This is an optimization exercise on Yosys and OpenROAD, whose aim is small area, a short achievable clock period and few clock cycles per item, not a production implementation. The RTL was checked by simulation tests, not by an equivalence proof against the original design.

$ cat config.mk
export PLATFORM = sky130hd
export DESIGN_NAME = mod_exp
export DESIGN_NICKNAME = mod_exp
export VERILOG_FILES = /design/flow/design.v
export SDC_FILE = /design/flow/constraint.sdc
export NUM_CORES = 4
export LEC_CHECK = 0
export CAP_MARGIN = 20
export CORE_MARGIN = 2
export CORE_UTILIZATION = 55
export SETUP_SLACK_MARGIN = 5
export SLEW_MARGIN = 20
$ cat constraint.sdc
create_clock -name core_clock -period 11.0 [get_ports {clk}]
set_input_delay 2.2000 -clock core_clock [delete_from_list [all_inputs] [get_ports {clk}]]
set_output_delay 2.2000 -clock core_clock [all_outputs]
set_load 0.01 [all_outputs]
$ cat design.v
`timescale 1ns/1ps
`default_nettype none
module csa_row #(
    parameter int W = 132
) (
    input  logic [W-1:0] x,
    input  logic [W-1:0] y,
    input  logic [W-1:0] z,
    output logic [W-1:0] s,
    output logic [W-1:0] c
);
    logic [W-1:0] maj;
    assign s   = x ^ y ^ z;
    assign maj = (x & y) | (x & z) | (y & z);
    assign c   = {maj[W-2:0], 1'b0};    
endmodule
`default_nettype wire
`timescale 1ns/1ps
`default_nettype none
module operand_store #(
    parameter int U = 4
) (
    input  logic         clk,
    input  logic         load_fire,
    input  logic [2:0]   load_idx,
    input  logic [15:0]  m_word,
    input  logic [15:0]  e_word,
    input  logic [15:0]  n_word,
    input  logic [15:0]  t_word,
    input  logic [15:0]  nprime0,
    input  logic         wr_c,
    input  logic         wr_m,
    input  logic [126:0] sum,
    input  logic [1:0]   a_src,      
    input  logic [$clog2(128/U)-1:0] a_idx,
    input  logic [U-1:0] a_const,
    output logic [U-1:0] a_digit,
    input  logic [6:0]   e_idx,
    output logic         e_bit,
    input  logic [2:0]   res_idx,
    output logic [15:0]  res_word,
    output logic [126:0] c_q,
    output logic [125:0] n_q,
    output logic [U-1:0] np_q
);
    localparam logic [1:0] A_C   = 2'd0;
    localparam logic [1:0] A_M   = 2'd1;
    localparam logic [1:0] A_SUM = 2'd2;
    logic [127:0] n_r;       
    logic [127:0] e_r;
    logic [127:0] m_r;       
    logic [127:0] c_r;
    always_ff @(posedge clk) begin
        if (load_fire) begin
            n_r[load_idx*16 +: 16] <= n_word;
            e_r[load_idx*16 +: 16] <= e_word;
            if (load_idx == 3'd0) begin
                np_q <= nprime0[U-1:0];
            end
        end
        if (load_fire) begin
            m_r[load_idx*16 +: 16] <= m_word;
        end else if (wr_m) begin
            m_r <= {1'b0, sum};
        end
        if (load_fire) begin
            c_r[load_idx*16 +: 16] <= t_word;
        end else if (wr_c) begin
            c_r <= {1'b0, sum};
        end
    end
    always_comb begin
        case (a_src)
            A_C:     a_digit = c_r[a_idx*U +: U];
            A_M:     a_digit = m_r[a_idx*U +: U];
            A_SUM:   a_digit = sum[U-1:0];
            default: a_digit = a_const;
        endcase
    end
    logic [127:0] c_q_ext;
    assign c_q      = c_r[126:0];
    assign c_q_ext  = {1'b0, c_r[126:0]};
    assign n_q      = n_r[125:0];
    assign e_bit    = e_r[e_idx];
    assign res_word = c_q_ext[res_idx*16 +: 16];
endmodule
`default_nettype wire
`timescale 1ns/1ps
`default_nettype none
module mont_mult #(
    parameter int U = 4
) (
    input  logic         clk,
    input  logic         run,       
    input  logic [U-1:0] a,         
    input  logic [126:0] b,         
    input  logic [125:0] n,         
    input  logic [U-1:0] np,        
    output logic [126:0] sum        
);
    localparam int VW = 132;
    localparam int W  = 136;
    logic [VW-1:0] vs, vc;
    logic          cin;
    logic [U-1:0]  q;               
    localparam int PW = 127 + U;
    logic [PW-1:0] pas, pac;        
    logic [U-1:0]  lo_next, q_next;
    logic          cin_next;
    logic [PW-1:0] pa0;
    assign pa0 = PW'(b & {127{a[0]}}) << 0;
    logic [PW-1:0] pa1;
    assign pa1 = PW'(b & {127{a[1]}}) << 1;
    logic [PW-1:0] pa2;
    assign pa2 = PW'(b & {127{a[2]}}) << 2;
    logic [PW-1:0] pa3;
    assign pa3 = PW'(b & {127{a[3]}}) << 3;
    localparam int WP = PW;
    logic [PW-1:0] ps0, pc0;
    csa_row #(.W(PW)) u_p0 (.x(pa0), .y(pa1), .z(pa2), .s(ps0), .c(pc0));
    logic [PW-1:0] ps1, pc1;
    csa_row #(.W(PW)) u_p1 (.x(ps0), .y(pc0), .z(pa3), .s(ps1), .c(pc1));
    wire [PW-1:0] pas_next = ps1;
    wire [PW-1:0] pac_next = pc1;
    logic [W-1:0] pq0;
    assign pq0 = W'(n & {126{q[0]}}) << 0;
    logic [W-1:0] pq1;
    assign pq1 = (W'(n & {126{q[1]}}) << 1) | W'(cin);
    logic [W-1:0] pq2;
    assign pq2 = W'(n & {126{q[2]}}) << 2;
    logic [W-1:0] pq3;
    assign pq3 = W'(n & {126{q[3]}}) << 3;
    logic [W-1:0] ts2, tc2;
    csa_row #(.W(W)) u_t2 (.x(W'(vs)), .y(W'(vc)), .z(W'(pas) << 4), .s(ts2), .c(tc2));
    logic [W-1:0] ts3, tc3;
    csa_row #(.W(W)) u_t3 (.x(W'(pac) << 4), .y(pq0), .z(pq1), .s(ts3), .c(tc3));
    logic [W-1:0] ts4, tc4;
    csa_row #(.W(W)) u_t4 (.x(ts2), .y(tc2), .z(ts3), .s(ts4), .c(tc4));
    logic [W-1:0] ts5, tc5;
    csa_row #(.W(W)) u_t5 (.x(tc3), .y(pq2), .z(pq3), .s(ts5), .c(tc5));
    logic [W-1:0] ts6, tc6;
    csa_row #(.W(W)) u_t6 (.x(ts4), .y(tc4), .z(ts5), .s(ts6), .c(tc6));
    logic [W-1:0] ts7, tc7;
    csa_row #(.W(W)) u_t7 (.x(ts6), .y(tc6), .z(tc5), .s(ts7), .c(tc7));
    wire [W-1:0] xs = ts7;
    wire [W-1:0] xc = tc7;
    assign cin_next = |xc[U-1:1];
    assign lo_next  = xs[U +: U] + xc[U +: U] + U'(cin_next);
    logic [U-1:0] mul_np [2**U];
    always_comb begin
        for (int k = 0; k < 2**U; k++) begin
            mul_np[k] = U'(k * np);
        end
    end
    assign q_next = mul_np[lo_next];
    always_ff @(posedge clk) begin
        pas <= pas_next;
        pac <= pac_next;
        if (run) begin
            q   <= q_next;
            vs  <= xs[U +: VW];
            vc  <= xc[U +: VW];
            cin <= cin_next;
        end else begin
            q   <= '0;
            vs  <= '0;
            vc  <= '0;
            cin <= 1'b0;
        end
    end
    assign sum = 127'(vs + vc + VW'(cin));
endmodule
`default_nettype wire
`timescale 1ns/1ps
`default_nettype none
module mod_exp_ctrl #(
    parameter int U = 4
) (
    input  logic         clk,
    input  logic         reset,
    input  logic         load_valid,
    output logic         load_ready,
    output logic         load_fire,
    output logic [2:0]   load_idx,
    output logic         res_valid,
    input  logic         res_ready,
    output logic [2:0]   res_idx,
    output logic [6:0]   e_idx,
    input  logic         e_bit,
    output logic         run,
    output logic         wr_c,
    output logic         wr_m,
    output logic [1:0]   a_src,
    output logic [$clog2(128/U)-1:0] a_idx,
    output logic [U-1:0] a_const
);
    localparam int D   = 128 / U;
    localparam int AW  = $clog2(D);
    localparam int IW  = AW + 1;
    localparam logic [IW-1:0] LAST = IW'(D + 1);    
    localparam logic [1:0] A_C   = 2'd0;
    localparam logic [1:0] A_M   = 2'd1;
    localparam logic [1:0] A_SUM = 2'd2;
    localparam logic [1:0] A_K   = 2'd3;
    localparam logic [1:0] S_LOAD = 2'd0;
    localparam logic [1:0] S_SCAN = 2'd1;
    localparam logic [1:0] S_RUN  = 2'd2;
    localparam logic [1:0] S_OUT  = 2'd3;
    localparam logic [1:0] OP_MBAR  = 2'd0;
    localparam logic [1:0] OP_SQR   = 2'd1;
    localparam logic [1:0] OP_MUL   = 2'd2;
    localparam logic [1:0] OP_FINAL = 2'd3;
    logic [1:0]    state;
    logic [1:0]    op;
    logic [IW-1:0] it;
    logic          conv;       
    logic          ezero;      
    logic [1:0]    nxt;        
    logic          e_bit_q;    
    assign load_ready = (state == S_LOAD);
    assign load_fire  = load_valid && load_ready;
    assign res_valid  = (state == S_OUT);
    assign run        = (state == S_RUN) && !conv && (it != '0);
    assign wr_c       = (state == S_RUN) && conv;
    assign wr_m       = wr_c && (op == OP_MBAR);
    always_comb begin
        case (op)
            OP_MBAR: nxt = (e_idx == 7'd0) ? OP_FINAL : OP_SQR;
            OP_SQR:  nxt = e_bit_q ? OP_MUL : ((e_idx == 7'd0) ? OP_FINAL : OP_SQR);
            default: nxt = (e_idx == 7'd0) ? OP_FINAL : OP_SQR;
        endcase
    end
    always_comb begin
        a_idx   = AW'(it + 1'b1);
        a_const = '0;
        a_src   = A_K;
        if (state == S_SCAN) begin
            a_idx   = '0;                 
            a_src   = e_bit ? A_M : A_K;
            a_const = U'(1);
        end else if (conv) begin
            a_idx   = '0;                 
            a_const = U'(1);
            case (nxt)
                OP_SQR:  a_src = A_SUM;
                OP_MUL:  a_src = A_M;
                default: a_src = A_K;
            endcase
        end else if (it >= IW'(D - 1)) begin
            a_src = A_K;                  
        end else begin
            case (op)
                OP_SQR:          a_src = A_C;
                OP_MUL, OP_MBAR: a_src = ezero ? A_K : A_M;
                default:         a_src = A_K;
            endcase
        end
    end
    always_ff @(posedge clk) begin
        e_bit_q <= e_bit;
    end
    always_ff @(posedge clk or posedge reset) begin
        if (reset) begin
            state    <= S_LOAD;
            op       <= OP_MBAR;
            it       <= '0;
            conv     <= 1'b0;
            ezero    <= 1'b0;
            load_idx <= '0;
            res_idx  <= '0;
            e_idx    <= 7'd127;
        end else begin
            case (state)
                S_LOAD: begin
                    if (load_valid) begin
                        load_idx <= load_idx + 1'b1;
                        if (load_idx == 3'd7) begin
                            e_idx <= 7'd127;
                            state <= S_SCAN;
                        end
                    end
                end
                S_SCAN: begin
                    if (e_bit || e_idx == 7'd0) begin
                        ezero <= !e_bit;
                        op    <= OP_MBAR;
                        it    <= '0;
                        conv  <= 1'b0;
                        state <= S_RUN;
                    end else begin
                        e_idx <= e_idx - 1'b1;
                    end
                end
                S_RUN: begin
                    if (!conv) begin
                        it <= it + 1'b1;
                        if (it == LAST) begin
                            conv <= 1'b1;
                        end
                    end else begin
                        conv <= 1'b0;
                        it   <= '0;
                        if (op == OP_FINAL) begin
                            state <= S_OUT;
                        end else begin
                            op <= nxt;
                            if (!(op == OP_SQR && e_bit_q) && e_idx != 7'd0) begin
                                e_idx <= e_idx - 1'b1;
                            end
                        end
                    end
                end
                default: begin
                    if (res_ready) begin
                        res_idx <= res_idx + 1'b1;
                        if (res_idx == 3'd7) begin
                            state <= S_LOAD;
                        end
                    end
                end
            endcase
        end
    end
endmodule
`default_nettype wire
`timescale 1ns/1ps
`default_nettype none
module mod_exp #(
    parameter int NUM_WORDS  = 8,
    parameter int WORD_WIDTH = 16
) (
    input  logic                  clk,
    input  logic                  reset,
    input  logic                  load_valid,
    output logic                  load_ready,
    input  logic [WORD_WIDTH-1:0] m_word,
    input  logic [WORD_WIDTH-1:0] e_word,
    input  logic [WORD_WIDTH-1:0] n_word,
    input  logic [WORD_WIDTH-1:0] r_word,
    input  logic [WORD_WIDTH-1:0] t_word,
    input  logic [WORD_WIDTH-1:0] nprime0,
    output logic                  res_valid,
    input  logic                  res_ready,
    output logic [WORD_WIDTH-1:0] res_word
);
    localparam int U  = 4;                  
    localparam int IW = $clog2(128 / U);
    logic         load_fire;
    logic [2:0]   load_idx;
    logic [2:0]   res_idx;
    logic [6:0]   e_idx;
    logic         e_bit;
    logic         run;
    logic         wr_c;
    logic         wr_m;
    logic [1:0]   a_src;
    logic [IW-1:0] a_idx;
    logic [U-1:0] a_const;
    logic [U-1:0] a_digit;
    logic [U-1:0] a_q;
    logic [126:0] sum;
    logic [126:0] c_q;
    logic [125:0] n_q;
    logic [U-1:0] np_q;
    logic [WORD_WIDTH-1:0] unused_r;
    assign unused_r = r_word;
    mod_exp_ctrl #(.U(U)) ctrl_i (
        .clk        (clk),
        .reset      (reset),
        .load_valid (load_valid),
        .load_ready (load_ready),
        .load_fire  (load_fire),
        .load_idx   (load_idx),
        .res_valid  (res_valid),
        .res_ready  (res_ready),
        .res_idx    (res_idx),
        .e_idx      (e_idx),
        .e_bit      (e_bit),
        .run        (run),
        .wr_c       (wr_c),
        .wr_m       (wr_m),
        .a_src      (a_src),
        .a_idx      (a_idx),
        .a_const    (a_const)
    );
    operand_store #(.U(U)) store_i (
        .clk       (clk),
        .load_fire (load_fire),
        .load_idx  (load_idx),
        .m_word    (m_word),
        .e_word    (e_word),
        .n_word    (n_word),
        .t_word    (t_word),
        .nprime0   (nprime0),
        .wr_c      (wr_c),
        .wr_m      (wr_m),
        .sum       (sum),
        .a_src     (a_src),
        .a_idx     (a_idx),
        .a_const   (a_const),
        .a_digit   (a_digit),
        .e_idx     (e_idx),
        .e_bit     (e_bit),
        .res_idx   (res_idx),
        .res_word  (res_word),
        .c_q       (c_q),
        .n_q       (n_q),
        .np_q      (np_q)
    );
    always_ff @(posedge clk) begin
        a_q <= a_digit;
    end
    mont_mult #(.U(U)) mont_mult_i (
        .clk (clk),
        .run (run),
        .a   (a_q),
        .b   (c_q),
        .n   (n_q),
        .np  (np_q),
        .sum (sum)
    );
endmodule
`default_nettype wire
$ cat run.sh
#!/bin/bash
# synth_recipe.tcl (not shown) runs the flow's synth.tcl, then flattens the netlist and writes it again
# the make line also repeats each setting of config.mk as NAME=value (left out here)
make -C /OpenROAD-flow-scripts/flow DESIGN_CONFIG=/design/flow/config.mk WORK_HOME=/design/flow/orfs CLKGATE_MAP_FILE= SYNTH_SCRIPT=/design/flow/synth_recipe.tcl finish
==> results of run 1 <==
==> cell families (layout without fill, tap and decap cells) <==
| family | after synthesis | count (layout) | synth area share (%) |
|---|---|---|---|
| xor gates and xnor gates | 120 | 120 | 1.30 |
| buffers and inverters | 1587 | 1524 | 7.46 |
| and+or+nand+nor | 2321 | 2321 | 15.1 |
| adders and majority gates | 1195 | 1195 | 28.0 |
| AOI/OAI and AO/OA | 1239 | 1239 | 11.2 |
| other | 0 | 27 | 0 |
| muxes | 190 | 190 | 3.90 |
| DFF | 1069 | 1069 | 33.1 |
==> repair_timing <==
action,in CTS,in global routing
resized for setup,1,2
hold endpoints to repair,0,0
buffers inserted,0,1
endpoints found under the setup margin,1,10
cloned,0,0
==> through the flow <==
step | util (%) | std cells
finish | 60.1 | 9602
global route | 60.0 | 9580
CTS | 60.0 | 9573
detailed placement | 57.0 | 9324
global placement | 57.0 | 9323
floorplan | - | 7721
==> layout by cell type, fill, tap and decap left out, drive strengths merged, types with 13 or more instances in the layout <==
cell type      instances
a21boi                15
a21o                  94
a21oi                271
a221oi               253
a22o                 245
a22oi                 20
a31oi                 29
and2                 782
and3                 279
buf                  110
clkbuf               188
clkdlybuf4s50         89
clkinv                46
dfrtp                 18
dfxtp                530
diode                 27
edfxtp               514
fa                  1014
ha                   181
inv                 1083
mux2                  21
mux2i                 72
mux4                  97
nand2                501
nand2b                24
nand3                 42
nand4                 70
nor2                 427
nor2b                 85
nor3                  45
nor4                  16
o21a                  17
o21ai                147
o21bai                36
o22ai                 13
o31ai                 17
or3                   17
xnor2                 72
xor2                  48
==> per-layer routing <==
metal | vias up | share of wire (%) | GRT usage (%) | wire length (um)
met4 | 10 | 5.7 | 19.4 | 15500
li1 | 25400 | - | - | -
met1 | 30700 | 41 | 49.7 | 111000
met2 | 3011 | 44 | 53.1 | 118000
met3 | 600 | 9.9 | 9.61 | 27000
met5 | - | 0.025 | 0 | 69
==> final cells by class <==
cell class	count	area, um^2	area share (%)
multi-input combinational	5065	48100	55.0
inverter	1076	4050	4.63
clock inverter	61	591	0.675
tap	1917	2400	2.74
antenna	27	67.6	0.0773
sequential	1069	26700	30.6
timing repair buffer	199	1790	2.05
clock buffer	188	3750	4.29
==> registers in the layout, indices dropped and copies added (netlist names), 6 cells and up <==
signal,count
mont_mult_i.pas,130
store_i.n_r,126
mont_mult_i.pac,127
store_i.c_r,128
mont_mult_i.vc,132
store_i.m_r,128
ctrl_i.e_idx,7
ctrl_i.it,6
store_i.e_r,128
mont_mult_i.vs,131
==> worst max-delay path, stage by stage, from the launching register on <==
cell and delay [ns]:
dfxtp_4 0.74, buf_6 0.58, and2_1 0.23, ha_1 0.15, inv_1 0.06, fa_1 0.48, fa_1 0.57, inv_1 0.06
fa_1 0.51, fa_1 0.20, inv_1 0.07, fa_1 0.90, mux4_2 0.57, a211oi_1 0.25, a211oi_1 0.09
==> final timing paths <==
path                                        start                 end  slack (ns)  depth (start not counted)
min in group asynchronous                   reset  ctrl_i.load_idx[1]        1.63                          2
worst min register to register  ctrl_i.res_idx[0]   ctrl_i.res_idx[0]        0.49                          1
worst max register to register   mont_mult_i.q[1]    mont_mult_i.q[3]        5.34                         14
worst max-delay path             mont_mult_i.q[1]    mont_mult_i.q[3]        5.34                         14
worst min-delay path            ctrl_i.res_idx[0]   ctrl_i.res_idx[0]        0.49                          1
max in group asynchronous                   reset     ctrl_i.e_idx[2]        8.89                          3
==> impl_metrics.env, run 1 <==
export IMPL_status="no timing/DRC/antenna violations"
export IMPL_clk_pin_slew_worst_paths_ns=0.06
export IMPL_synthCells=7721
export IMPL_clock_sinks=1069
export IMPL_synth_top_cell_area_share_pct=25.2
export IMPL_netlist_top_cells_count="inv_1, fa_1, and2_1"
export IMPL_clk_path_buf_depth=3
export IMPL_placed_cell_area_um2=83000
export IMPL_rsz0062_at_grt="no"
export IMPL_hpwl_um=190000
export IMPL_synth_area_per_cell_um2=10.4
export IMPL_fillers=12300
export IMPL_fin_ws_ns=5.34
export IMPL_drv_cap=0
export IMPL_hold_class="reg2reg"
export IMPL_cts_buffers=134
export IMPL_path_max_fanout=64
export IMPL_relSlewSlack_pct=14.5
export IMPL_post_route_drc_count=0
export IMPL_startpoint_type="flop"
export IMPL_ys_flop_type="dfxtp_1"
export IMPL_fin_skew_ns=0.0278
export IMPL_ios=118
export IMPL_hold_viol_final=0
export IMPL_pre_cts_ws_ns=4.95
export IMPL_critPathRequiredTime_ns=11.64
export IMPL_dieArea_um2=150000
export IMPL_period_minus_slack_ns=5.66
export IMPL_nets=8840
export IMPL_crit_type="reg2reg"
export IMPL_synth_cell_types=84
export IMPL_worstSetupEndpointType="flop"
export IMPL_yosys_register_bits=1069
export IMPL_clkLatencyLatePin_ns=0.79
export IMPL_synthArstFlopShare_pct=2.34
export IMPL_antenna_found_initial=21
export IMPL_routed_via_density=6.21
export IMPL_whs_ns=0.490
export IMPL_cts_max_level=4
export IMPL_worstMarginPinSlew_ns=1.27
export IMPL_drt_iter0_drc=6704
export IMPL_routedWlPerCell_um=28.3
export IMPL_synth_area_leader_cell="fa_1"
export IMPL_ctsHoldBuffers=0
export IMPL_max_clock_freq_mhz=177
export IMPL_grt_max_degree=262
export IMPL_synth_nets=9016
export IMPL_synth_edf_count=514
export IMPL_firstDrtPassIters=6
export IMPL_cts_tree="yes"
export IMPL_yosys_warnings=5
export IMPL_vias=59700
export IMPL_rows=140
export IMPL_yosysMostFrequentCell="inv_1"
export IMPL_syn_cell_area_um2=80600
export IMPL_grt_pass1_vias=59600
export IMPL_tns_ns=0
export IMPL_finalWeightedCongestion=1.02
export IMPL_min_period_over_period_pct=51.5
export IMPL_syn2layout_area_growth_pct=8.53
export IMPL_start_util_pct=55.3
export IMPL_ys_top_cells_by_area="fa_1, edfxtp_1, dfxtp_1"
export IMPL_root_buffer="clkbuf_16"
export IMPL_drive_above_1_share_pct=6.72
export IMPL_grt_total_usage_pct=36.4
export IMPL_routed_wl_um=272000
export IMPL_stdcell_area_um2=87400
export IMPL_finalSetupViolCount=0
export IMPL_core_area_um2=146000
export IMPL_io_buffer_count=89
export IMPL_slew_viol_final=0
export IMPL_drtAntennaViolNets=0
export IMPL_die_x_um=387
export IMPL_die_h_um=387
export IMPL_synth_seq_area_share_pct=33.1
export IMPL_grt_overflow_total=0
export IMPL_grt_first_pass_wirelength_um=400000
export IMPL_cp_arrival_ns=6.30
Testbench counts, summed over its fixed seeds: cycles 214,751, items 32.
==> run 2: changes to the inputs <==
--- a/design.v
+++ b/design.v
@@ -90,3 +90,3 @@
 module mont_mult #(
-    parameter int U = 4
+    parameter int U = 2
 ) (
@@ -100,26 +100,19 @@
 );
-    localparam int VW = 132;
-    localparam int W  = 136;
+    localparam int VW = 130;
+    localparam int W  = 132;
     logic [VW-1:0] vs, vc;
     logic          cin;
-    logic [U-1:0]  q;               
-    localparam int PW = 127 + U;
-    logic [PW-1:0] pas, pac;        
-    logic [U-1:0]  lo_next, q_next;
-    logic          cin_next;
-    logic [PW-1:0] pa0;
-    assign pa0 = PW'(b & {127{a[0]}}) << 0;
-    logic [PW-1:0] pa1;
-    assign pa1 = PW'(b & {127{a[1]}}) << 1;
-    logic [PW-1:0] pa2;
-    assign pa2 = PW'(b & {127{a[2]}}) << 2;
-    logic [PW-1:0] pa3;
-    assign pa3 = PW'(b & {127{a[3]}}) << 3;
-    localparam int WP = PW;
-    logic [PW-1:0] ps0, pc0;
-    csa_row #(.W(PW)) u_p0 (.x(pa0), .y(pa1), .z(pa2), .s(ps0), .c(pc0));
-    logic [PW-1:0] ps1, pc1;
-    csa_row #(.W(PW)) u_p1 (.x(ps0), .y(pc0), .z(pa3), .s(ps1), .c(pc1));
-    wire [PW-1:0] pas_next = ps1;
-    wire [PW-1:0] pac_next = pc1;
+    logic [U-1:0]  lo, q;
+    always_comb begin
+        lo = vs[U-1:0] + vc[U-1:0] + U'(cin);
+        q  = U'(lo * np);
+    end
+    logic [W-1:0] pa0;
+    assign pa0 = W'(b & {127{a[0]}}) << 2;
+    logic [W-1:0] pa1;
+    assign pa1 = W'(b & {127{a[1]}}) << 3;
+    logic [W-1:0] ts0, tc0;
+    csa_row #(.W(W)) u_t0 (.x(W'(vs)), .y(W'(vc)), .z(pa0), .s(ts0), .c(tc0));
+    logic [W-1:0] ts1, tc1;
+    csa_row #(.W(W)) u_t1 (.x(ts0), .y(tc0), .z(pa1), .s(ts1), .c(tc1));
     logic [W-1:0] pq0;
@@ -128,39 +121,14 @@
     assign pq1 = (W'(n & {126{q[1]}}) << 1) | W'(cin);
-    logic [W-1:0] pq2;
-    assign pq2 = W'(n & {126{q[2]}}) << 2;
-    logic [W-1:0] pq3;
-    assign pq3 = W'(n & {126{q[3]}}) << 3;
-    logic [W-1:0] ts2, tc2;
-    csa_row #(.W(W)) u_t2 (.x(W'(vs)), .y(W'(vc)), .z(W'(pas) << 4), .s(ts2), .c(tc2));
-    logic [W-1:0] ts3, tc3;
-    csa_row #(.W(W)) u_t3 (.x(W'(pac) << 4), .y(pq0), .z(pq1), .s(ts3), .c(tc3));
-    logic [W-1:0] ts4, tc4;
-    csa_row #(.W(W)) u_t4 (.x(ts2), .y(tc2), .z(ts3), .s(ts4), .c(tc4));
-    logic [W-1:0] ts5, tc5;
-    csa_row #(.W(W)) u_t5 (.x(tc3), .y(pq2), .z(pq3), .s(ts5), .c(tc5));
-    logic [W-1:0] ts6, tc6;
-    csa_row #(.W(W)) u_t6 (.x(ts4), .y(tc4), .z(ts5), .s(ts6), .c(tc6));
-    logic [W-1:0] ts7, tc7;
-    csa_row #(.W(W)) u_t7 (.x(ts6), .y(tc6), .z(tc5), .s(ts7), .c(tc7));
-    wire [W-1:0] xs = ts7;
-    wire [W-1:0] xc = tc7;
-    assign cin_next = |xc[U-1:1];
-    assign lo_next  = xs[U +: U] + xc[U +: U] + U'(cin_next);
-    logic [U-1:0] mul_np [2**U];
-    always_comb begin
-        for (int k = 0; k < 2**U; k++) begin
-            mul_np[k] = U'(k * np);
-        end
-    end
-    assign q_next = mul_np[lo_next];
+    logic [W-1:0] rs2, rc2;
+    csa_row #(.W(W)) u_r2 (.x(ts1), .y(tc1), .z(pq0), .s(rs2), .c(rc2));
+    logic [W-1:0] rs3, rc3;
+    csa_row #(.W(W)) u_r3 (.x(rs2), .y(rc2), .z(pq1), .s(rs3), .c(rc3));
+    wire [W-1:0] xs = rs3;
+    wire [W-1:0] xc = rc3;
     always_ff @(posedge clk) begin
-        pas <= pas_next;
-        pac <= pac_next;
         if (run) begin
-            q   <= q_next;
             vs  <= xs[U +: VW];
             vc  <= xc[U +: VW];
-            cin <= cin_next;
+            cin <= |xs[U-1:0];    
         end else begin
-            q   <= '0;
             vs  <= '0;
@@ -199,3 +167,4 @@
     localparam int IW  = AW + 1;
-    localparam logic [IW-1:0] LAST = IW'(D + 1);    
+    localparam logic [IW-1:0] LAST = IW'(D);        
+    localparam logic [IW-1:0] LDIG = IW'(D - 1);    
     localparam logic [1:0] A_C   = 2'd0;
@@ -218,3 +187,2 @@
     logic [1:0]    nxt;        
-    logic          e_bit_q;    
     assign load_ready = (state == S_LOAD);
@@ -222,3 +190,3 @@
     assign res_valid  = (state == S_OUT);
-    assign run        = (state == S_RUN) && !conv && (it != '0);
+    assign run        = (state == S_RUN) && !conv;
     assign wr_c       = (state == S_RUN) && conv;
@@ -228,3 +196,3 @@
             OP_MBAR: nxt = (e_idx == 7'd0) ? OP_FINAL : OP_SQR;
-            OP_SQR:  nxt = e_bit_q ? OP_MUL : ((e_idx == 7'd0) ? OP_FINAL : OP_SQR);
+            OP_SQR:  nxt = e_bit ? OP_MUL : ((e_idx == 7'd0) ? OP_FINAL : OP_SQR);
             default: nxt = (e_idx == 7'd0) ? OP_FINAL : OP_SQR;
@@ -237,3 +205,3 @@
         if (state == S_SCAN) begin
-            a_idx   = '0;                 
+            a_idx   = '0;
             a_src   = e_bit ? A_M : A_K;
@@ -241,3 +209,3 @@
         end else if (conv) begin
-            a_idx   = '0;                 
+            a_idx   = '0;
             a_const = U'(1);
@@ -248,3 +216,3 @@
             endcase
-        end else if (it >= IW'(D - 1)) begin
+        end else if (it == LDIG) begin
             a_src = A_K;                  
@@ -258,5 +226,2 @@
     end
-    always_ff @(posedge clk) begin
-        e_bit_q <= e_bit;
-    end
     always_ff @(posedge clk or posedge reset) begin
@@ -306,3 +271,3 @@
                             op <= nxt;
-                            if (!(op == OP_SQR && e_bit_q) && e_idx != 7'd0) begin
+                            if (!(op == OP_SQR && e_bit) && e_idx != 7'd0) begin
                                 e_idx <= e_idx - 1'b1;
@@ -345,3 +310,3 @@
 );
-    localparam int U  = 4;                  
+    localparam int U  = 2;                  
     localparam int IW = $clog2(128 / U);
==> impl_metrics.env, run 2 <==
export IMPL_status="no timing/DRC/antenna violations"
export IMPL_routedWlPerCell_um=31.5
export IMPL_path_max_fanout=59
export IMPL_hpwl_um=165000
export IMPL_multi_input_area_um2=34700
export IMPL_hold_class="reg2reg"
export IMPL_synthCells=5990
export IMPL_cp_arrival_ns=6.28
export IMPL_slew_viol_final=0
export IMPL_fin_ws_ns=5.28
export IMPL_routed_via_density=6.71
export IMPL_rows=120
export IMPL_max_stage_delay_ns=1.13
export IMPL_placed_cell_area_um2=61700
export IMPL_synth_edf_count=512
export IMPL_period_minus_slack_ns=5.72
export IMPL_ios=118
export IMPL_layoutNonFillerInstCount=7379
export IMPL_post_route_drc_count=0
export IMPL_dieArea_um2=111000
export IMPL_netlist_top_cells_count="nand2_1, inv_1, edfxtp_1"
export IMPL_synth_area_leader_cell="edfxtp_1"
export IMPL_hold_viol_final=0
export IMPL_grt_overflow_total=0
export IMPL_rsz0062_at_grt="no"
export IMPL_synthArstFlopShare_pct=3.25
export IMPL_die_h_um=333
export IMPL_max_clock_freq_mhz=175
export IMPL_layout_commonest_cell="inv_1"
export IMPL_start_util_pct=55.6
export IMPL_relSlewSlack_pct=10.1
export IMPL_crit_type="reg2reg"
export IMPL_grt_first_pass_wirelength_um=336000
export IMPL_nets=6638
export IMPL_grt_max_degree=163
export IMPL_synth_seq_area_share_pct=35.7
export IMPL_worstSetupEndpointType="flop"
export IMPL_cts_tree="yes"
export IMPL_synth_cell_types=83
export IMPL_syn_cell_area_um2=59600
export IMPL_critPathRequiredTime_ns=11.57
export IMPL_ys_flop_type="edfxtp_1"
export IMPL_layout_common_cells="inv_1, nand2_1, edfxtp_1"
export IMPL_clkLatencyLatePin_ns=0.75
export IMPL_vias=49500
export IMPL_finalSetupViolCount=0
export IMPL_reg_top3="mont_mult_i.vc (130), mont_mult_i.vs (130)"
export IMPL_post_cts_resized=0
export IMPL_firstDrtPassIters=7
export IMPL_grt_total_usage_pct=41.7
export IMPL_worstMarginPinSlew_ns=1.34
export IMPL_dp_cells=7176
export IMPL_cp_slowest_cell="nor2_2"
export IMPL_drt_iter0_drc=7756
export IMPL_fillers=9302
export IMPL_postCtsSetupRepairBufs=0
export IMPL_ys_top_cells_by_area="edfxtp_1, fa_1, dfxtp_1"
export IMPL_finalWeightedCongestion=1.08
export IMPL_pre_cts_ws_ns=5.37
export IMPL_syn2layout_area_growth_pct=9.03
export IMPL_clk_path_buf_depth=3
export IMPL_grt_pass1_vias=47300
export IMPL_clock_sinks=801
export IMPL_synth_top_cell_area_share_pct=25.8
export IMPL_antenna_found_initial=16
export IMPL_startpoint_type="flop"
export IMPL_clk_pin_slew_worst_paths_ns=0.06
export IMPL_ctsHoldBuffers=0
export IMPL_synth_area_per_cell_um2=9.95
export IMPL_cts_buffers=96
export IMPL_stdcell_area_um2=65000
export IMPL_cts_max_level=3
export IMPL_fin_skew_ns=0.0479
export IMPL_yosysMostFrequentCell="nand2_1"
export IMPL_drtAntennaViolNets=0
export IMPL_yosys_register_bits=801
export IMPL_tns_ns=0
export IMPL_drv_cap=0
export IMPL_ff_latch_area_um2=21300
export IMPL_min_period_over_period_pct=52.0
export IMPL_core_area_um2=107000
export IMPL_routed_wl_um=233000
export IMPL_io_buffer_count=87
export IMPL_synth_nets=6755
export IMPL_die_x_um=333
export IMPL_path_cells="buf_4 > inv_1 > ha_1 > ha_1 > inv_1 > ha_2 > buf_4 > nand2b_1 > nor2_2 > a22o_1"
export IMPL_drive_above_1_share_pct=7.24
export IMPL_yosys_warnings=4
export IMPL_root_buffer="clkbuf_16"
run 2: cell types whose count changed after synthesis, moves of 63 or more:
cell / delta
nand2_1: +63
and2_1: -367
inv_1: -516
a22o_1: -98
and3_1: -99
fa_1: -508
dfxtp_1: -267
run 2: cells by family after synthesis:
logic type / Yosys count / share of synthesized area (%)
mux: 148 / 4.18
simple gates: 2015 / 16.6
flops: 801 / 35.7
fa+ha+maj: 665 / 20.3
compound gates: 1256 / 15.1
buf+inv: 989 / 6.33
xor+xnor: 116 / 1.70
run 2: layer usage:
metal / GRT usage [%] / vias to the layer above / wire length [um]
met2: 57.1 / 3444 / 93500
met1: 58.0 / 24700 / 92100
met4: 20.7 / 12 / 13900
met3: 15.4 / 605 / 32900
met5: 0 / - / 128
li1: - / 20800 / -
run 2: path summary, 6_finish.rpt:
kind | slack, ns | startpoint | cells after the start | endpoint
worst max register to register | 5.28 | ctrl_i.load_idx[0] | 10 | store_i.n_r[19]
max in group asynchronous | 8.82 | reset | 3 | ctrl_i.res_idx[0]
worst max-delay path | 5.28 | ctrl_i.load_idx[0] | 10 | store_i.n_r[19]
min in group asynchronous | 1.84 | reset | 3 | ctrl_i.it[5]
worst min-delay path | 0.50 | ctrl_i.res_idx[0] | 1 | ctrl_i.res_idx[0]
worst min register to register | 0.50 | ctrl_i.res_idx[0] | 1 | ctrl_i.res_idx[0]
run 2: cell type report:
cell class	instances	share of cell area (%)
multi-input combinational	4200	53.4
sequential	801	32.8
clock buffer	124	3.94
inverter	559	3.24
timing repair buffer	215	2.84
tap	1403	2.70
clock inverter	56	1.01
antenna	21	0.0809
run 2: through the flow:
step	hold slack (ns)	util, %
after floorplan	0.485	-
after global placement	0.476	57.5
after detailed placement	0.488	57.5
after CTS	0.496	60.5
after global routing	0.511	60.6
final	0.497	60.6
run 2: worst max-delay path: cells and delay by family, from the launching register on:
kind / cells / cell delay (ns)
AO/OA/AOI/OAI: 1 / 0.26
adder cells (fa/ha/maj): 3 / 1.07
buffers and inverters: 4 / 2.19
flip-flops: 1 / 0.34
AND/OR/NAND/NOR: 2 / 1.63
Testbench counts of run 2, summed over its fixed seeds: cycles 404,440, items 32.
==> run 3: changes to the inputs <==
--- a/design.v
+++ b/design.v
@@ -90,3 +90,3 @@
 module mont_mult #(
-    parameter int U = 2
+    parameter int U = 8
 ) (
@@ -100,9 +100,8 @@
 );
-    localparam int VW = 130;
-    localparam int W  = 132;
-    logic [VW-1:0] vs, vc;
-    logic          cin;
-    logic [U-1:0]  lo, q;
+    localparam int W = 136;
+    logic [127:0] ss, sc;
+    logic         cin;
+    logic [U-1:0] lo, q;
     always_comb begin
-        lo = vs[U-1:0] + vc[U-1:0] + U'(cin);
+        lo = ss[U-1:0] + sc[U-1:0] + U'(cin) + U'(a * b[U-1:0]);
         q  = U'(lo * np);
@@ -110,9 +109,33 @@
     logic [W-1:0] pa0;
-    assign pa0 = W'(b & {127{a[0]}}) << 2;
+    assign pa0 = W'(b & {127{a[0]}}) << 0;
     logic [W-1:0] pa1;
-    assign pa1 = W'(b & {127{a[1]}}) << 3;
+    assign pa1 = (W'(b & {127{a[1]}}) << 1) | W'(cin);
+    logic [W-1:0] pa2;
+    assign pa2 = W'(b & {127{a[2]}}) << 2;
+    logic [W-1:0] pa3;
+    assign pa3 = W'(b & {127{a[3]}}) << 3;
+    logic [W-1:0] pa4;
+    assign pa4 = W'(b & {127{a[4]}}) << 4;
+    logic [W-1:0] pa5;
+    assign pa5 = W'(b & {127{a[5]}}) << 5;
+    logic [W-1:0] pa6;
+    assign pa6 = W'(b & {127{a[6]}}) << 6;
+    logic [W-1:0] pa7;
+    assign pa7 = W'(b & {127{a[7]}}) << 7;
     logic [W-1:0] ts0, tc0;
-    csa_row #(.W(W)) u_t0 (.x(W'(vs)), .y(W'(vc)), .z(pa0), .s(ts0), .c(tc0));
+    csa_row #(.W(W)) u_t0 (.x(W'(ss)), .y(W'(sc)), .z(pa0), .s(ts0), .c(tc0));
     logic [W-1:0] ts1, tc1;
-    csa_row #(.W(W)) u_t1 (.x(ts0), .y(tc0), .z(pa1), .s(ts1), .c(tc1));
+    csa_row #(.W(W)) u_t1 (.x(pa1), .y(pa2), .z(pa3), .s(ts1), .c(tc1));
+    logic [W-1:0] ts2, tc2;
+    csa_row #(.W(W)) u_t2 (.x(pa4), .y(pa5), .z(pa6), .s(ts2), .c(tc2));
+    logic [W-1:0] ts3, tc3;
+    csa_row #(.W(W)) u_t3 (.x(ts0), .y(tc0), .z(ts1), .s(ts3), .c(tc3));
+    logic [W-1:0] ts4, tc4;
+    csa_row #(.W(W)) u_t4 (.x(tc1), .y(ts2), .z(tc2), .s(ts4), .c(tc4));
+    logic [W-1:0] ts5, tc5;
+    csa_row #(.W(W)) u_t5 (.x(ts3), .y(tc3), .z(ts4), .s(ts5), .c(tc5));
+    logic [W-1:0] ts6, tc6;
+    csa_row #(.W(W)) u_t6 (.x(ts5), .y(tc5), .z(tc4), .s(ts6), .c(tc6));
+    logic [W-1:0] ts7, tc7;
+    csa_row #(.W(W)) u_t7 (.x(ts6), .y(tc6), .z(pa7), .s(ts7), .c(tc7));
     logic [W-1:0] pq0;
@@ -120,17 +143,41 @@
     logic [W-1:0] pq1;
-    assign pq1 = (W'(n & {126{q[1]}}) << 1) | W'(cin);
-    logic [W-1:0] rs2, rc2;
-    csa_row #(.W(W)) u_r2 (.x(ts1), .y(tc1), .z(pq0), .s(rs2), .c(rc2));
-    logic [W-1:0] rs3, rc3;
-    csa_row #(.W(W)) u_r3 (.x(rs2), .y(rc2), .z(pq1), .s(rs3), .c(rc3));
-    wire [W-1:0] xs = rs3;
-    wire [W-1:0] xc = rc3;
+    assign pq1 = W'(n & {126{q[1]}}) << 1;
+    logic [W-1:0] pq2;
+    assign pq2 = W'(n & {126{q[2]}}) << 2;
+    logic [W-1:0] pq3;
+    assign pq3 = W'(n & {126{q[3]}}) << 3;
+    logic [W-1:0] pq4;
+    assign pq4 = W'(n & {126{q[4]}}) << 4;
+    logic [W-1:0] pq5;
+    assign pq5 = W'(n & {126{q[5]}}) << 5;
+    logic [W-1:0] pq6;
+    assign pq6 = W'(n & {126{q[6]}}) << 6;
+    logic [W-1:0] pq7;
+    assign pq7 = W'(n & {126{q[7]}}) << 7;
+    logic [W-1:0] rs8, rc8;
+    csa_row #(.W(W)) u_r8 (.x(ts7), .y(tc7), .z(pq0), .s(rs8), .c(rc8));
+    logic [W-1:0] rs9, rc9;
+    csa_row #(.W(W)) u_r9 (.x(pq1), .y(pq2), .z(pq3), .s(rs9), .c(rc9));
+    logic [W-1:0] rs10, rc10;
+    csa_row #(.W(W)) u_r10 (.x(pq4), .y(pq5), .z(pq6), .s(rs10), .c(rc10));
+    logic [W-1:0] rs11, rc11;
+    csa_row #(.W(W)) u_r11 (.x(rs8), .y(rc8), .z(rs9), .s(rs11), .c(rc11));
+    logic [W-1:0] rs12, rc12;
+    csa_row #(.W(W)) u_r12 (.x(rc9), .y(rs10), .z(rc10), .s(rs12), .c(rc12));
+    logic [W-1:0] rs13, rc13;
+    csa_row #(.W(W)) u_r13 (.x(rs11), .y(rc11), .z(rs12), .s(rs13), .c(rc13));
+    logic [W-1:0] rs14, rc14;
+    csa_row #(.W(W)) u_r14 (.x(rs13), .y(rc13), .z(rc12), .s(rs14), .c(rc14));
+    logic [W-1:0] rs15, rc15;
+    csa_row #(.W(W)) u_r15 (.x(rs14), .y(rc14), .z(pq7), .s(rs15), .c(rc15));
+    wire [W-1:0] xs = rs15;
+    wire [W-1:0] xc = rc15;
     always_ff @(posedge clk) begin
         if (run) begin
-            vs  <= xs[U +: VW];
-            vc  <= xc[U +: VW];
+            ss  <= xs[U +: 128];
+            sc  <= xc[U +: 128];
             cin <= |xs[U-1:0];    
         end else begin
-            vs  <= '0;
-            vc  <= '0;
+            ss  <= '0;
+            sc  <= '0;
             cin <= 1'b0;
@@ -138,3 +185,3 @@
     end
-    assign sum = 127'(vs + vc + VW'(cin));
+    assign sum = 127'(ss + sc + 128'(cin));
 endmodule
@@ -165,6 +212,4 @@
     localparam int D   = 128 / U;
-    localparam int AW  = $clog2(D);
-    localparam int IW  = AW + 1;
-    localparam logic [IW-1:0] LAST = IW'(D);        
-    localparam logic [IW-1:0] LDIG = IW'(D - 1);    
+    localparam int IW  = $clog2(D);
+    localparam logic [IW-1:0] LAST = IW'(D - 1);
     localparam logic [1:0] A_C   = 2'd0;
@@ -201,3 +246,3 @@
     always_comb begin
-        a_idx   = AW'(it + 1'b1);
+        a_idx   = it + 1'b1;
         a_const = '0;
@@ -216,4 +261,2 @@
             endcase
-        end else if (it == LDIG) begin
-            a_src = A_K;                  
         end else begin
@@ -310,3 +353,3 @@
 );
-    localparam int U  = 2;                  
+    localparam int U  = 8;                  
     localparam int IW = $clog2(128 / U);
--- a/config.mk
+++ b/config.mk
@@ -7,6 +7,6 @@
 export LEC_CHECK = 0
+export ABC_CLOCK_PERIOD_IN_PS = 5500
 export CAP_MARGIN = 20
 export CORE_MARGIN = 2
-export CORE_UTILIZATION = 55
-export SETUP_SLACK_MARGIN = 5
+export CORE_UTILIZATION = 40
 export SLEW_MARGIN = 20
==> impl_metrics.env, run 3 <==
export IMPL_cts_max_level=3
export IMPL_synthCells=10400
export IMPL_synth_area_per_cell_um2=9.87
export IMPL_grt_pass1_vias=81800
export IMPL_routed_via_density=5.83
export IMPL_whs_ns=0.515
export IMPL_netlist_top_cells_count="fa_1, nand2_1, inv_1"
export IMPL_rows=185
export IMPL_max_clock_freq_mhz=96.3
export IMPL_min_period_over_period_pct=94.4
export IMPL_synth_top_cell_area_share_pct=40.0
export IMPL_startpoint_type="flop"
export IMPL_finalWeightedCongestion=0.992
export IMPL_ios=118
export IMPL_clk_path_buf_depth=3
export IMPL_hpwl_um=278000
export IMPL_rsz0062_at_grt="no"
export IMPL_fillers=24100
export IMPL_cts_buffers=104
export IMPL_core_area_um2=254000
export IMPL_postCtsSetupRepairBufs=0
export IMPL_grt_total_usage_pct=28.8
export IMPL_synth_edf_count=518
export IMPL_grt_overflow_total=0
export IMPL_ys_flop_type="edfxtp_1"
export IMPL_syn_cell_area_um2=103000
export IMPL_ctsHoldBuffers=0
export IMPL_grt_max_degree=162
export IMPL_clkLatencyLatePin_ns=0.84
export IMPL_die_h_um=510
export IMPL_clk_pin_slew_worst_paths_ns=0.06
export IMPL_period_minus_slack_ns=10.38
export IMPL_worstMarginPinSlew_ns=1.35
export IMPL_synth_nets=12800
export IMPL_ff_latch_area_um2=21500
export IMPL_layout_common_cells="fa_1, nand2_1, inv_1"
export IMPL_stdcell_area_um2=110000
export IMPL_critPathRequiredTime_ns=11.62
export IMPL_post_route_drc_count=0
export IMPL_pre_cts_ws_ns=0.685
export IMPL_tns_ns=0
export IMPL_routedWlPerCell_um=27.7
export IMPL_placed_cell_area_um2=106000
export IMPL_relSlewSlack_pct=9.79
export IMPL_yosysMostFrequentCell="fa_1"
export IMPL_clock_sinks=806
export IMPL_hold_viol_final=0
export IMPL_hold_class="reg2reg"
export IMPL_ys_top_cells_by_area="fa_1, edfxtp_1, nand2_1"
export IMPL_routed_wl_um=371000
export IMPL_drive_above_1_share_pct=5.42
export IMPL_root_buffer="clkbuf_16"
export IMPL_fin_util_pct=43.2
export IMPL_slew_viol_final=0
export IMPL_multi_input_area_um2=73800
export IMPL_drv_cap=0
export IMPL_grt_first_pass_wirelength_um=553000
export IMPL_io_buffer_count=93
export IMPL_yosys_register_bits=806
export IMPL_die_x_um=510
export IMPL_synth_area_leader_cell="fa_1"
export IMPL_yosys_warnings=4
export IMPL_synthArstFlopShare_pct=2.85
export IMPL_synth_seq_area_share_pct=20.9
export IMPL_path_max_fanout=41
export IMPL_cp_arrival_ns=11.00
export IMPL_finalSetupViolCount=0
export IMPL_worstSetupEndpointType="flop"
export IMPL_fin_skew_ns=0.106
export IMPL_fin_ws_ns=0.619
export IMPL_drt_iter0_drc=8872
export IMPL_antenna_found_initial=36
export IMPL_nets=12300
export IMPL_dieArea_um2=260000
export IMPL_layout_commonest_cell="fa_1"
export IMPL_post_cts_resized=0
export IMPL_status="no timing/DRC/antenna violations"
export IMPL_synth_cell_types=87
export IMPL_cts_tree="yes"
export IMPL_firstDrtPassIters=8
export IMPL_drtAntennaViolNets=0
export IMPL_crit_type="reg2reg"
export IMPL_syn2layout_area_growth_pct=7.31
export IMPL_vias=78100
export IMPL_start_util_pct=40.3
run 3: cell count changes in the layout (fill, tap and decap cells not counted), sizes merged, moves of 22 or more:
| cell | change |
|---|---|
| a21oi | +37 |
| a32o | -22 |
| and2 | +418 |
| and3 | -131 |
| fa | +1544 |
| ha | +79 |
| inv | +655 |
| mux4 | -23 |
| nand2 | +1149 |
| nor2 | +226 |
| o21ai | +39 |
| xnor2 | +28 |
run 3: critical path: stages, from the launching register on:
cell and delay [ns]:
edfxtp_1 0.81, nand2_1 0.24, fa_1 0.54, fa_1 0.52
inv_1 0.04, ha_1 0.27, inv_1 0.05, fa_1 0.48
inv_1 0.05, fa_1 0.45, ha_1 0.33, xnor2_1 0.42
and2_1 0.23, fa_1 0.40, ha_1 0.28, inv_1 0.04
fa_1 0.47, inv_1 0.07, fa_4 1.22, buf_4 0.38
and2_1 0.19, fa_1 0.44, fa_1 0.51, inv_1 0.05
fa_1 0.57, fa_1 0.49, fa_1 0.52, nor2_1 0.05
run 3: stage by stage:
| stage | instances |
|---|---|
| after global placement | 13200 |
| after CTS | 13400 |
| after floorplan | 10400 |
| final | 13400 |
| after detailed placement | 13200 |
| after global routing | 13400 |
run 3: cell families after synthesis:
family,count (synthesis),share of synthesized area [%]
AND/OR/NAND/NOR,3658,16.3
flip-flops,806,20.9
XOR/XNOR,145,1.24
multiplexers,129,1.97
AO/OA/AOI/OAI,1330,9.15
adder cells (fa/ha/maj),2288,42.9
buffers and inverters,2028,7.46
run 3: worst paths after layout:
| kind | startpoint | endpoint | slack (ns) | cells after the start |
|---|---|---|---|---|
| max reg2reg | store_i.c_r[0] | mont_mult_i.ss[5] | 0.62 | 27 |
| min reg2reg | ctrl_i.res_idx[0] | ctrl_i.res_idx[0] | 0.52 | 1 |
| max in group asynchronous | reset | ctrl_i.res_idx[0] | 8.69 | 2 |
| min | ctrl_i.res_idx[0] | ctrl_i.res_idx[0] | 0.52 | 1 |
| max | store_i.c_r[0] | mont_mult_i.ss[5] | 0.62 | 27 |
| min in group asynchronous | reset | ctrl_i.load_idx[1] | 1.80 | 2 |
run 3: final cells by class:
type                       instances  share of cell area (%)
antenna                           28                  0.0637
clock buffer                     131                    2.62
clock inverter                    67                   0.762
inverter                        1210                    4.14
multi-input combinational       7550                    67.1
sequential                       806                    19.5
tap                             3366                    3.83
timing repair buffer             238                    1.95
run 3: metal layers:
layer | global-route usage, % | vias up | wire length [um]
met4 | 14.6 | 20 | 21200
li1 | - | 32200 | -
met3 | 7.14 | 768 | 39600
met5 | 0 | - | 158
met1 | 39.4 | 41000 | 149000
met2 | 42.6 | 4123 | 161000
Testbench counts of run 3, summed over its fixed seeds: cycles 104,609, items 32.

-- separate check: timing with driven ports --
In the flow no input, the clock included, has a driving cell. The finished layouts below were timed again as built, in two steps.
Step 1 sets driving cells, clkbuf_16 on the clock port and buf_2 on the other inputs (assumed; they add their load-dependent delay and slew).
Step 2, shift: input delay + t, output delay - t, t = (earliest + latest rising clock arrival at the registers) / 2. This alone moves slack from input paths to output paths.
a / b / c = no drivers / after step 1 / after step 2; a / b = the first two.
run	t (ns)	setup WS [ns]	hold slack, ns	worst setup path at the end	pins driven straight from the clock port
run 1	0.863	5.337 / 5.302 / 5.265	0.490 / 0.490 / 0.490	input to register	1
run 2	0.802	5.284 / 5.284 / 5.247	0.497 / 0.497 / 0.497	input to register	1
run 3	0.896	0.619 / 0.619 / 0.619	0.515 / 0.515 / 0.515	register to register	1
After both steps every run listed still meets setup and hold. For run 1, which loses most, drivers alone change the setup slack by -0.035 ns; drivers and shift together by -0.072 ns.
